From an optimization exercise on the open Yosys and OpenROAD flow, aimed at small area; shortcuts taken in it are not production practice.
At most, simulation tests tie the RTL to the original design; equivalence was not proved.
Power figures rest on the tool's default switching activity, not on a simulated workload.

==> inputs of 02-01 <==
Design ker_mem_loader, start of the top module:
module ker_mem_loader #(
  parameter int KER_NUM        = 3,
  parameter int KER_WIDTH      = 75,
  parameter int KER_ADDR_BITS  = 11,
  parameter int DRAM_DATA_BITS = 512,
  parameter int DRAM_ADDR_BITS = 29
) (
  input  logic                                i_clk,
  input  logic                                i_rst,
  input  logic                                i_start,
  input  logic [$clog2(KER_NUM)-1:0]          i_ker_sel,
  input  logic [KER_ADDR_BITS:0]              i_ker_height,
  input  logic [DRAM_ADDR_BITS-1:0]           i_dram_base,
  output logic                                o_busy,
  output logic                                o_done,
  output logic                                o_err,
  output logic                                o_dram_rd_req,
  output logic [DRAM_ADDR_BITS-1:0]           o_dram_rd_addr,
  output logic [KER_ADDR_BITS:0]              o_dram_rd_len,
  input  logic                                i_dram_rd_gnt,
  input  logic [DRAM_DATA_BITS-1:0]           i_dram_rd_data,
  input  logic                                i_dram_rd_valid,
  output logic                                o_dram_rd_ready,
  output logic [KER_NUM-1:0]                  o_ker_wr_en,
  output logic [KER_ADDR_BITS-1:0]            o_ker_wr_addr,
  output logic [KER_WIDTH-1:0]                o_ker_wr_data,
  output logic [KER_WIDTH-1:0]                o_ker_checksum
);
  localparam int WPB = DRAM_DATA_BITS / KER_WIDTH;    
  localparam int HW  = KER_ADDR_BITS + 1;             
  localparam int LW  = $clog2(((1 << KER_ADDR_BITS) + WPB - 1) / WPB + 1);   
  localparam int CW  = $clog2(WPB + 1);               
  localparam int SW  = $clog2(KER_NUM);
  logic                 r_req, r_stream, r_fin;
  logic [SW-1:0]        r_sel;
  logic [LW-1:0]        r_len;         
  ...
==> module ker_mem_loader, before the edit <==
module ker_mem_loader #(
  parameter int KER_NUM        = 3,
  parameter int KER_WIDTH      = 75,
  parameter int KER_ADDR_BITS  = 11,
  parameter int DRAM_DATA_BITS = 512,
  parameter int DRAM_ADDR_BITS = 29
) (
  input  logic                                i_clk,
  input  logic                                i_rst,
  input  logic                                i_start,
  input  logic [$clog2(KER_NUM)-1:0]          i_ker_sel,
  input  logic [KER_ADDR_BITS:0]              i_ker_height,
  input  logic [DRAM_ADDR_BITS-1:0]           i_dram_base,
  output logic                                o_busy,
  output logic                                o_done,
  output logic                                o_err,
  output logic                                o_dram_rd_req,
  output logic [DRAM_ADDR_BITS-1:0]           o_dram_rd_addr,
  output logic [KER_ADDR_BITS:0]              o_dram_rd_len,
  input  logic                                i_dram_rd_gnt,
  input  logic [DRAM_DATA_BITS-1:0]           i_dram_rd_data,
  input  logic                                i_dram_rd_valid,
  output logic                                o_dram_rd_ready,
  output logic [KER_NUM-1:0]                  o_ker_wr_en,
  output logic [KER_ADDR_BITS-1:0]            o_ker_wr_addr,
  output logic [KER_WIDTH-1:0]                o_ker_wr_data,
  output logic [KER_WIDTH-1:0]                o_ker_checksum
);
  localparam int WPB = DRAM_DATA_BITS / KER_WIDTH;    
  localparam int HW  = KER_ADDR_BITS + 1;             
  localparam int LW  = $clog2(((1 << KER_ADDR_BITS) + WPB - 1) / WPB + 1);   
  localparam int CW  = $clog2(WPB + 1);               
  localparam int SW  = $clog2(KER_NUM);
  logic                 r_req, r_stream, r_fin;
  logic [SW-1:0]        r_sel;
  logic [LW-1:0]        r_len;         
  logic [CW-1:0]        r_rem;         
  logic [CW-1:0]        r_cnt;         
  logic [KER_ADDR_BITS-1:0] r_addr;
  logic [KER_WIDTH-1:0] r_slot [WPB];
  logic                 r_rst_seen;    
  logic                 w_idle, w_wr, w_more, w_last, w_ready, w_acc, w_len_one;
  logic [HW:0]          w_len_full;
  logic [CW-1:0]        w_rem;
  logic [CW-1:0]        w_load_n;
  assign w_idle     = !(r_req | r_stream | r_fin);
  assign w_wr       = (r_cnt != '0);
  assign w_more     = (r_cnt > CW'(1));                
  assign w_len_one  = (r_len == LW'(1));
  assign w_last     = (r_cnt == CW'(1)) && (r_len == '0);
  assign w_ready    = r_stream && (r_len != '0) && !w_more;
  assign w_acc      = w_ready && i_dram_rd_valid;
  assign w_load_n   = (w_len_one && r_rem != '0) ? r_rem : CW'(WPB);
  always_comb begin
    logic [1:0] r;
    logic [2:0] t;
    logic [HW-2:0] q;
    r = '0;
    for (int i = HW - 1; i >= 1; i--) begin
      t        = {r, i_ker_height[i]};
      q[i-1]   = (t >= 3'd3);
      r        = q[i-1] ? 2'(t - 3'd3) : t[1:0];
    end
    w_rem      = {r, i_ker_height[0]};
    w_len_full = (HW+1)'(q) + (HW+1)'(w_rem != '0);
  end
  assign o_busy          = !w_idle;
  assign o_done          = r_fin;
  assign o_err           = r_fin && (int'(r_sel) >= KER_NUM);
  assign o_dram_rd_req   = r_req;
  assign o_dram_rd_addr  = r_slot[5][DRAM_ADDR_BITS-1:0];
  assign o_dram_rd_len   = HW'(r_len);
  assign o_dram_rd_ready = w_ready;
  assign o_ker_wr_en     = w_wr ? (KER_NUM'(1) << r_sel) : '0;
  assign o_ker_wr_addr   = r_addr;
  assign o_ker_wr_data   = r_slot[0];
  always_ff @(posedge i_clk or posedge i_rst) begin
    if (i_rst) begin
      r_req    <= 1'b0;
      r_stream <= 1'b0;
      r_fin    <= 1'b0;
      r_cnt    <= '0;
    end else begin
      r_fin <= 1'b0;
      if (w_idle) begin
        if (i_start) begin
          if (int'(i_ker_sel) >= KER_NUM || i_ker_height == '0) r_fin <= 1'b1;
          else                                                  r_req <= 1'b1;
        end
      end
      if (r_req && i_dram_rd_gnt) begin
        r_req    <= 1'b0;
        r_stream <= 1'b1;
      end
      if (w_wr && w_last) begin
        r_stream <= 1'b0;
        r_fin    <= 1'b1;
      end
      if (w_acc)     r_cnt <= w_load_n;
      else if (w_wr) r_cnt <= r_cnt - CW'(1);
    end
  end
  always_ff @(posedge i_clk) begin
    if (w_idle) begin
      r_sel  <= i_ker_sel;
      r_len  <= w_len_full[LW-1:0];
      r_rem  <= w_rem;
      r_addr <= '0;
    end else begin
      if (w_acc) r_len <= r_len - LW'(1);
      if (w_wr)  r_addr <= r_addr + KER_ADDR_BITS'(1);
    end
  end
  logic [KER_WIDTH-1:0] w_d [WPB];
  for (genvar k = 0; k < WPB; k++) begin : g_d
    assign w_d[k] = i_dram_rd_data[k*KER_WIDTH +: KER_WIDTH];
  end
  always_ff @(posedge i_clk) begin
    r_slot[5][DRAM_ADDR_BITS-1:0] <= w_idle ? i_dram_base :
                                     r_req  ? r_slot[5][DRAM_ADDR_BITS-1:0] :
                                              w_d[5][DRAM_ADDR_BITS-1:0];
    r_slot[5][KER_WIDTH-1:DRAM_ADDR_BITS] <= w_d[5][KER_WIDTH-1:DRAM_ADDR_BITS];
    r_slot[4] <= ~(({KER_WIDTH{w_acc}} | r_slot[5]) & ({KER_WIDTH{w_more}} | w_d[4]));
    r_slot[3] <= w_acc ? w_d[3] : ~r_slot[4];
    r_slot[2] <= ~(({KER_WIDTH{w_acc}} | r_slot[3]) & ({KER_WIDTH{w_more}} | w_d[2]));
    r_slot[1] <= w_acc ? w_d[1] : ~r_slot[2];
    r_slot[0] <= ({KER_WIDTH{w_acc}} & w_d[0]) | ({KER_WIDTH{w_more}} & r_slot[1]);
  end
  logic [KER_WIDTH-1:0] r_csum;
  always_ff @(posedge i_clk or posedge i_rst) begin
    if (i_rst)                                 r_rst_seen <= 1'b1;
    else                                       r_rst_seen <= 1'b0;
  end
  always_ff @(posedge i_clk or posedge i_rst) begin
    if (i_rst)                                r_csum <= '0;
    else if ((w_idle && i_start) || r_rst_seen) r_csum <= '0;
    else                                      r_csum <= r_csum ^ r_slot[0];
  end
  assign o_ker_checksum = r_csum;
endmodule
export LEC_CHECK = 0
export ABC_AREA = 1
export CAP_MARGIN = 20
export CORE_MARGIN = 2
export CORE_UTILIZATION = 40
export SLEW_MARGIN = 20
create_clock -name core_clock -period 6.0 [get_ports {i_clk}]
standard.sh (not shown) runs the stock make flow with config.mk's settings and CLKGATE_MAP_FILE= SYNTH_SCRIPT=/design/flow/synth_recipe.tcl, a recipe that flattens the netlist after the stock synthesis.
==> flow/flow/run.sh <==
#!/bin/bash
# Layout: the standard flow, with plain buf_1 cells as the port buffers.
set -euo pipefail
export BUFFER_PORTS_ARGS="-buffer_cell sky130_fd_sc_hd__buf_1"
bash standard.sh > standard_flow.log 2>&1
==> 12-02: changes against 02-01 <==
==> flow/design.v (replaced) <==
module ker_mem_loader #(
  parameter int KER_NUM        = 3,
  parameter int KER_WIDTH      = 75,
  parameter int KER_ADDR_BITS  = 11,
  parameter int DRAM_DATA_BITS = 512,
  parameter int DRAM_ADDR_BITS = 29
) (
  input  logic                                i_clk,
  input  logic                                i_rst,
  input  logic                                i_start,
  input  logic [$clog2(KER_NUM)-1:0]          i_ker_sel,
  input  logic [KER_ADDR_BITS:0]              i_ker_height,
  input  logic [DRAM_ADDR_BITS-1:0]           i_dram_base,
  output logic                                o_busy,
  output logic                                o_done,
  output logic                                o_err,
  output logic                                o_dram_rd_req,
  output logic [DRAM_ADDR_BITS-1:0]           o_dram_rd_addr,
  output logic [KER_ADDR_BITS:0]              o_dram_rd_len,
  input  logic                                i_dram_rd_gnt,
  input  logic [DRAM_DATA_BITS-1:0]           i_dram_rd_data,
  input  logic                                i_dram_rd_valid,
  output logic                                o_dram_rd_ready,
  output logic [KER_NUM-1:0]                  o_ker_wr_en,
  output logic [KER_ADDR_BITS-1:0]            o_ker_wr_addr,
  output logic [KER_WIDTH-1:0]                o_ker_wr_data,
  output logic [KER_WIDTH-1:0]                o_ker_checksum
);
  localparam int WPB = DRAM_DATA_BITS / KER_WIDTH;    
  localparam int HW  = KER_ADDR_BITS + 1;
  localparam int QW  = $clog2((1 << KER_ADDR_BITS) / WPB + 1);   
  localparam int CW  = $clog2(WPB + 1);
  localparam int SW  = $clog2(KER_NUM);
  localparam int AW  = DRAM_ADDR_BITS;
  logic                 r_req, r_stream, r_fin;
  logic [SW-1:0]        r_sel;
  logic [QW-1:0]        r_q;           
  logic [CW-1:0]        r_rem;         
  logic [CW-1:0]        r_cnt;         
  logic [KER_ADDR_BITS-1:0] r_addr;
  logic [KER_WIDTH-1:0] r_slot [WPB];
  logic                 r_rst_seen;    
  logic                 w_idle, w_wr, w_more, w_part, w_q_zero, w_last, w_ready, w_acc;
  logic [QW-1:0]        w_q;
  logic [CW-1:0]        w_rem;
  logic [KER_WIDTH-1:0] w_d [WPB];
  for (genvar k = 0; k < WPB; k++) begin : g_d
    assign w_d[k] = i_dram_rd_data[k*KER_WIDTH +: KER_WIDTH];
  end
  assign w_idle   = !(r_req | r_stream | r_fin);
  assign w_wr     = (r_cnt != '0);
  assign w_more   = (r_cnt > CW'(1));                  
  assign w_part   = (r_rem != '0);
  assign w_q_zero = (r_q == '0);
  assign w_last   = (r_cnt == CW'(1)) && w_q_zero && !w_part;
  assign w_ready  = r_stream && (!w_q_zero || w_part) && !w_more;
  assign w_acc    = w_ready && i_dram_rd_valid;
  always_comb begin
    logic [1:0]    r;
    logic [2:0]    t;
    logic [HW-2:0] q;
    r = '0;
    for (int i = HW - 1; i >= 1; i--) begin
      t      = {r, i_ker_height[i]};
      q[i-1] = (t >= 3'd3);
      r      = q[i-1] ? 2'(t - 3'd3) : t[1:0];
    end
    w_q   = q[QW-1:0];
    w_rem = {r, i_ker_height[0]};
  end
  assign o_busy          = !w_idle;
  assign o_done          = r_fin;
  assign o_err           = r_fin && (int'(r_sel) >= KER_NUM);
  assign o_dram_rd_req   = r_req;
  assign o_dram_rd_addr  = r_slot[5][AW-1:0];
  assign o_dram_rd_len   = HW'(r_q) + HW'(w_part);
  assign o_dram_rd_ready = w_ready;
  assign o_ker_wr_en     = w_wr ? (KER_NUM'(1) << r_sel) : '0;
  assign o_ker_wr_addr   = r_addr;
  assign o_ker_wr_data   = r_slot[0];
  always_ff @(posedge i_clk or posedge i_rst) begin
    if (i_rst) begin
      r_req    <= 1'b0;
      r_stream <= 1'b0;
      r_fin    <= 1'b0;
      r_cnt    <= '0;
    end else begin
      r_fin <= 1'b0;
      if (w_idle && i_start) begin
        if (int'(i_ker_sel) >= KER_NUM || i_ker_height == '0) r_fin <= 1'b1;
        else                                                  r_req <= 1'b1;
      end
      if (r_req && i_dram_rd_gnt) begin
        r_req    <= 1'b0;
        r_stream <= 1'b1;
      end
      if (w_last) begin
        r_stream <= 1'b0;
        r_fin    <= 1'b1;
      end
      if (w_acc)     r_cnt <= w_q_zero ? r_rem : CW'(WPB);
      else if (w_wr) r_cnt <= r_cnt - CW'(1);
    end
  end
  always_ff @(posedge i_clk) begin
    if (w_idle) begin
      r_sel  <= i_ker_sel;
      r_q    <= w_q;
      r_rem  <= w_rem;
      r_addr <= '0;
    end else begin
      if (w_acc) begin
        if (w_q_zero) r_rem <= '0;
        else          r_q   <= r_q - QW'(1);
      end
      if (w_wr) r_addr <= r_addr + KER_ADDR_BITS'(1);
    end
  end
  always_ff @(posedge i_clk) begin
    r_slot[5][AW-1:0] <= ({AW{r_req}} & r_slot[5][AW-1:0]) | ({AW{w_idle}} & i_dram_base) |
                         ({AW{r_stream}} & w_d[5][AW-1:0]);
    r_slot[5][KER_WIDTH-1:AW] <= w_d[5][KER_WIDTH-1:AW];
    r_slot[4] <= ~(({KER_WIDTH{w_acc}} | r_slot[5]) & ({KER_WIDTH{w_more}} | w_d[4]));
    r_slot[3] <= w_acc ? w_d[3] : ~r_slot[4];
    r_slot[2] <= ~(({KER_WIDTH{w_acc}} | r_slot[3]) & ({KER_WIDTH{w_more}} | w_d[2]));
    r_slot[1] <= w_acc ? w_d[1] : ~r_slot[2];
    r_slot[0] <= ({KER_WIDTH{w_acc}} & w_d[0]) | ({KER_WIDTH{w_more}} & r_slot[1]);
  end
  logic [KER_WIDTH-1:0] r_csum;
  always_ff @(posedge i_clk or posedge i_rst) begin
    if (i_rst) r_rst_seen <= 1'b1;
    else       r_rst_seen <= 1'b0;
  end
  always_ff @(posedge i_clk or posedge i_rst) begin
    if (i_rst)                                  r_csum <= '0;
    else if ((w_idle && i_start) || r_rst_seen) r_csum <= '0;
    else                                        r_csum <= r_csum ^ r_slot[0];
  end
  assign o_ker_checksum = r_csum;
endmodule
Settings changed: CTS_CLUSTER_DIAMETER set to 100, CTS_CLUSTER_SIZE set to 30.
==> 04-14: changes against 02-01 <==
==> flow/design.v (replaced) <==
module ker_mem_loader #(
  parameter int KER_NUM        = 3,
  parameter int KER_WIDTH      = 75,
  parameter int KER_ADDR_BITS  = 11,
  parameter int DRAM_DATA_BITS = 512,
  parameter int DRAM_ADDR_BITS = 29
) (
  input  logic                                i_clk,
  input  logic                                i_rst,
  input  logic                                i_start,
  input  logic [$clog2(KER_NUM)-1:0]          i_ker_sel,
  input  logic [KER_ADDR_BITS:0]              i_ker_height,
  input  logic [DRAM_ADDR_BITS-1:0]           i_dram_base,
  output logic                                o_busy,
  output logic                                o_done,
  output logic                                o_err,
  output logic                                o_dram_rd_req,
  output logic [DRAM_ADDR_BITS-1:0]           o_dram_rd_addr,
  output logic [KER_ADDR_BITS:0]              o_dram_rd_len,
  input  logic                                i_dram_rd_gnt,
  input  logic [DRAM_DATA_BITS-1:0]           i_dram_rd_data,
  input  logic                                i_dram_rd_valid,
  output logic                                o_dram_rd_ready,
  output logic [KER_NUM-1:0]                  o_ker_wr_en,
  output logic [KER_ADDR_BITS-1:0]            o_ker_wr_addr,
  output logic [KER_WIDTH-1:0]                o_ker_wr_data,
  output logic [KER_WIDTH-1:0]                o_ker_checksum
);
  localparam int WPB = DRAM_DATA_BITS / KER_WIDTH;    
  localparam int HW  = KER_ADDR_BITS + 1;
  localparam int QW  = $clog2((1 << KER_ADDR_BITS) / WPB + 1);   
  localparam int CW  = $clog2(WPB + 1);
  localparam int SW  = $clog2(KER_NUM);
  localparam int AW  = DRAM_ADDR_BITS;
  logic                 r_req, r_stream, r_fin;
  logic [SW-1:0]        r_sel;
  logic [QW-1:0]        r_q;           
  logic [CW-1:0]        r_rem;         
  logic [CW-1:0]        r_cnt;         
  logic [KER_ADDR_BITS-1:0] r_addr;
  logic [KER_WIDTH-1:0] r_slot [WPB];
  logic                 r_rst_seen;    
  logic                 w_idle, w_wr, w_more, w_part, w_q_zero, w_last, w_ready, w_acc;
  logic [QW-1:0]        w_q;
  logic [CW-1:0]        w_rem;
  logic [KER_WIDTH-1:0] w_d [WPB];
  for (genvar k = 0; k < WPB; k++) begin : g_d
    assign w_d[k] = i_dram_rd_data[k*KER_WIDTH +: KER_WIDTH];
  end
  assign w_idle   = !(r_req | r_stream | r_fin);
  assign w_wr     = (r_cnt != '0);
  assign w_more   = (r_cnt > CW'(1));                  
  assign w_part   = (r_rem != '0);
  assign w_q_zero = (r_q == '0);
  assign w_last   = (r_cnt == CW'(1)) && w_q_zero && !w_part;
  assign w_ready  = r_stream && (!w_q_zero || w_part) && !w_more;
  assign w_acc    = w_ready && i_dram_rd_valid;
  always_comb begin
    logic [1:0]    r;
    logic [2:0]    t;
    logic [HW-2:0] q;
    r = '0;
    for (int i = HW - 1; i >= 1; i--) begin
      t      = {r, i_ker_height[i]};
      q[i-1] = (t >= 3'd3);
      r      = q[i-1] ? 2'(t - 3'd3) : t[1:0];
    end
    w_q   = q[QW-1:0];
    w_rem = {r, i_ker_height[0]};
  end
  assign o_busy          = !w_idle;
  assign o_done          = r_fin;
  assign o_err           = r_fin && (int'(r_sel) >= KER_NUM);
  assign o_dram_rd_req   = r_req;
  assign o_dram_rd_addr  = r_slot[5][AW-1:0];
  assign o_dram_rd_len   = HW'(r_q) + HW'(w_part);
  assign o_dram_rd_ready = w_ready;
  assign o_ker_wr_en     = w_wr ? (KER_NUM'(1) << r_sel) : '0;
  assign o_ker_wr_addr   = r_addr;
  assign o_ker_wr_data   = r_slot[0];
  always_ff @(posedge i_clk or posedge i_rst) begin
    if (i_rst) begin
      r_req    <= 1'b0;
      r_stream <= 1'b0;
      r_fin    <= 1'b0;
      r_cnt    <= '0;
    end else begin
      r_fin <= 1'b0;
      if (w_idle && i_start) begin
        if (int'(i_ker_sel) >= KER_NUM || i_ker_height == '0) r_fin <= 1'b1;
        else                                                  r_req <= 1'b1;
      end
      if (r_req && i_dram_rd_gnt) begin
        r_req    <= 1'b0;
        r_stream <= 1'b1;
      end
      if (w_last) begin
        r_stream <= 1'b0;
        r_fin    <= 1'b1;
      end
      if (w_acc)     r_cnt <= w_q_zero ? r_rem : CW'(WPB);
      else if (w_wr) r_cnt <= r_cnt - CW'(1);
    end
  end
  always_ff @(posedge i_clk) begin
    if (w_idle) begin
      r_sel  <= i_ker_sel;
      r_q    <= w_q;
      r_rem  <= w_rem;
      r_addr <= '0;
    end else begin
      if (w_acc) begin
        if (w_q_zero) r_rem <= '0;
        else          r_q   <= r_q - QW'(1);
      end
      if (w_wr) r_addr <= r_addr + KER_ADDR_BITS'(1);
    end
  end
  always_ff @(posedge i_clk) begin
    r_slot[5][AW-1:0] <= ({AW{r_req}} & r_slot[5][AW-1:0]) | ({AW{w_idle}} & i_dram_base) |
                         ({AW{r_stream}} & w_d[5][AW-1:0]);
    r_slot[5][KER_WIDTH-1:AW] <= w_d[5][KER_WIDTH-1:AW];
    r_slot[4] <= ~(({KER_WIDTH{w_acc}} | r_slot[5]) & ({KER_WIDTH{w_more}} | w_d[4]));
    r_slot[3] <= w_acc ? w_d[3] : ~r_slot[4];
    r_slot[2] <= ~(({KER_WIDTH{w_acc}} | r_slot[3]) & ({KER_WIDTH{w_more}} | w_d[2]));
    r_slot[1] <= w_acc ? w_d[1] : ~r_slot[2];
    r_slot[0] <= ({KER_WIDTH{w_acc}} & w_d[0]) | ({KER_WIDTH{w_more}} & r_slot[1]);
  end
  logic [KER_WIDTH-1:0] r_csum;
  always_ff @(posedge i_clk or posedge i_rst) begin
    if (i_rst) r_rst_seen <= 1'b1;
    else       r_rst_seen <= 1'b0;
  end
  always_ff @(posedge i_clk or posedge i_rst) begin
    if (i_rst)                                  r_csum <= '0;
    else if ((w_idle && i_start) || r_rst_seen) r_csum <= '0;
    else                                        r_csum <= r_csum ^ r_slot[0];
  end
  assign o_ker_checksum = r_csum;
endmodule
==> 07-04: changes against 02-01 <==
--- a/flow/design.v
+++ b/flow/design.v
@@ -52,16 +52,5 @@
   assign w_acc      = w_ready && i_dram_rd_valid;
-  assign w_load_n   = (w_len_one && r_rem != '0) ? r_rem : CW'(WPB);
-  always_comb begin
-    logic [1:0] r;
-    logic [2:0] t;
-    logic [HW-2:0] q;
-    r = '0;
-    for (int i = HW - 1; i >= 1; i--) begin
-      t        = {r, i_ker_height[i]};
-      q[i-1]   = (t >= 3'd3);
-      r        = q[i-1] ? 2'(t - 3'd3) : t[1:0];
-    end
-    w_rem      = {r, i_ker_height[0]};
-    w_len_full = (HW+1)'(q) + (HW+1)'(w_rem != '0);
-  end
+  assign w_len_full = ({1'b0, i_ker_height} + (HW+1)'(WPB - 1)) / (HW+1)'(WPB);
+  assign w_rem      = CW'((i_ker_height - HW'(1)) % HW'(WPB)) + CW'(1);
+  assign w_load_n   = w_len_one ? r_rem : CW'(WPB);
   assign o_busy          = !w_idle;
==> flow/run.sh (new file) <==
#!/bin/bash
# synth_recipe.tcl (not shown) runs the flow's synth.tcl, then flattens the netlist and writes it again
# the make line also repeats each setting of config.mk as NAME=value (left out here)
make -C /OpenROAD-flow-scripts/flow DESIGN_CONFIG=/design/flow/config.mk WORK_HOME=/design/flow/orfs CLKGATE_MAP_FILE= SYNTH_SCRIPT=/design/flow/synth_recipe.tcl finish
removed: flow/flow/run.sh
removed: flow/standard.sh
==> comparison <==
- In sequential cell count, 07-04 and 02-01 do not differ.
- The highest global-route usage belongs to 07-04, the lowest to 12-02.
- 07-04 completed without violations. 04-14 completed without violations. 12-02 completed with no timing, DRC or antenna violations. 02-01 finished but fails on negative setup slack.
- Via count, highest first: 07-04, 02-01, 04-14, 12-02.
- Power: 02-01 is higher than 04-14 (about 3.4%).
- Between 02-01 and 12-02, the lower fmax is in 02-01 (gap 14%, measured against 12-02).
Function not checked in 02-01 and 07-04: the RTL went through the layout flow alone.

==> afterwards: timing with drivers on the ports <==
How much do the figures lean on ideal ports? The routed layouts below were timed once more, with nothing changed but the port constraints.
Step 1: set_driving_cell puts a clkbuf_16 on i_clk and a buf_2 on each other input, an assumption about the parent block.
Step 2 times the ports against the registers' clock, not the clock port: input delays grow and output delays shrink by t, the midpoint of the rising clock arrivals with the driver on.
Slacks: no drivers / after step 1 / after step 2; pairs: no drivers / after step 1.
| run | t, ns | slack for setup (ns) | cell pins on the clock port's net |
|---|---|---|---|
| 02-01 | 0.653 | -0.657 / -0.630 / -1.283 | 1 |
| 12-02 | 0.625 | 0.300 / 0.330 / -0.295 | 1 |
| 04-14 | 0.649 | 0.293 / 0.321 / -0.327 | 1 |
| 07-04 | 0.666 | 0.935 / 0.967 / 0.301 | 1 |
With both steps, setup timing fails in 12-02 and 04-14, where it was met with ideal ports. The setup slack of 07-04, which loses most, moves by +0.032 ns with the drivers and by -0.634 ns with both steps.
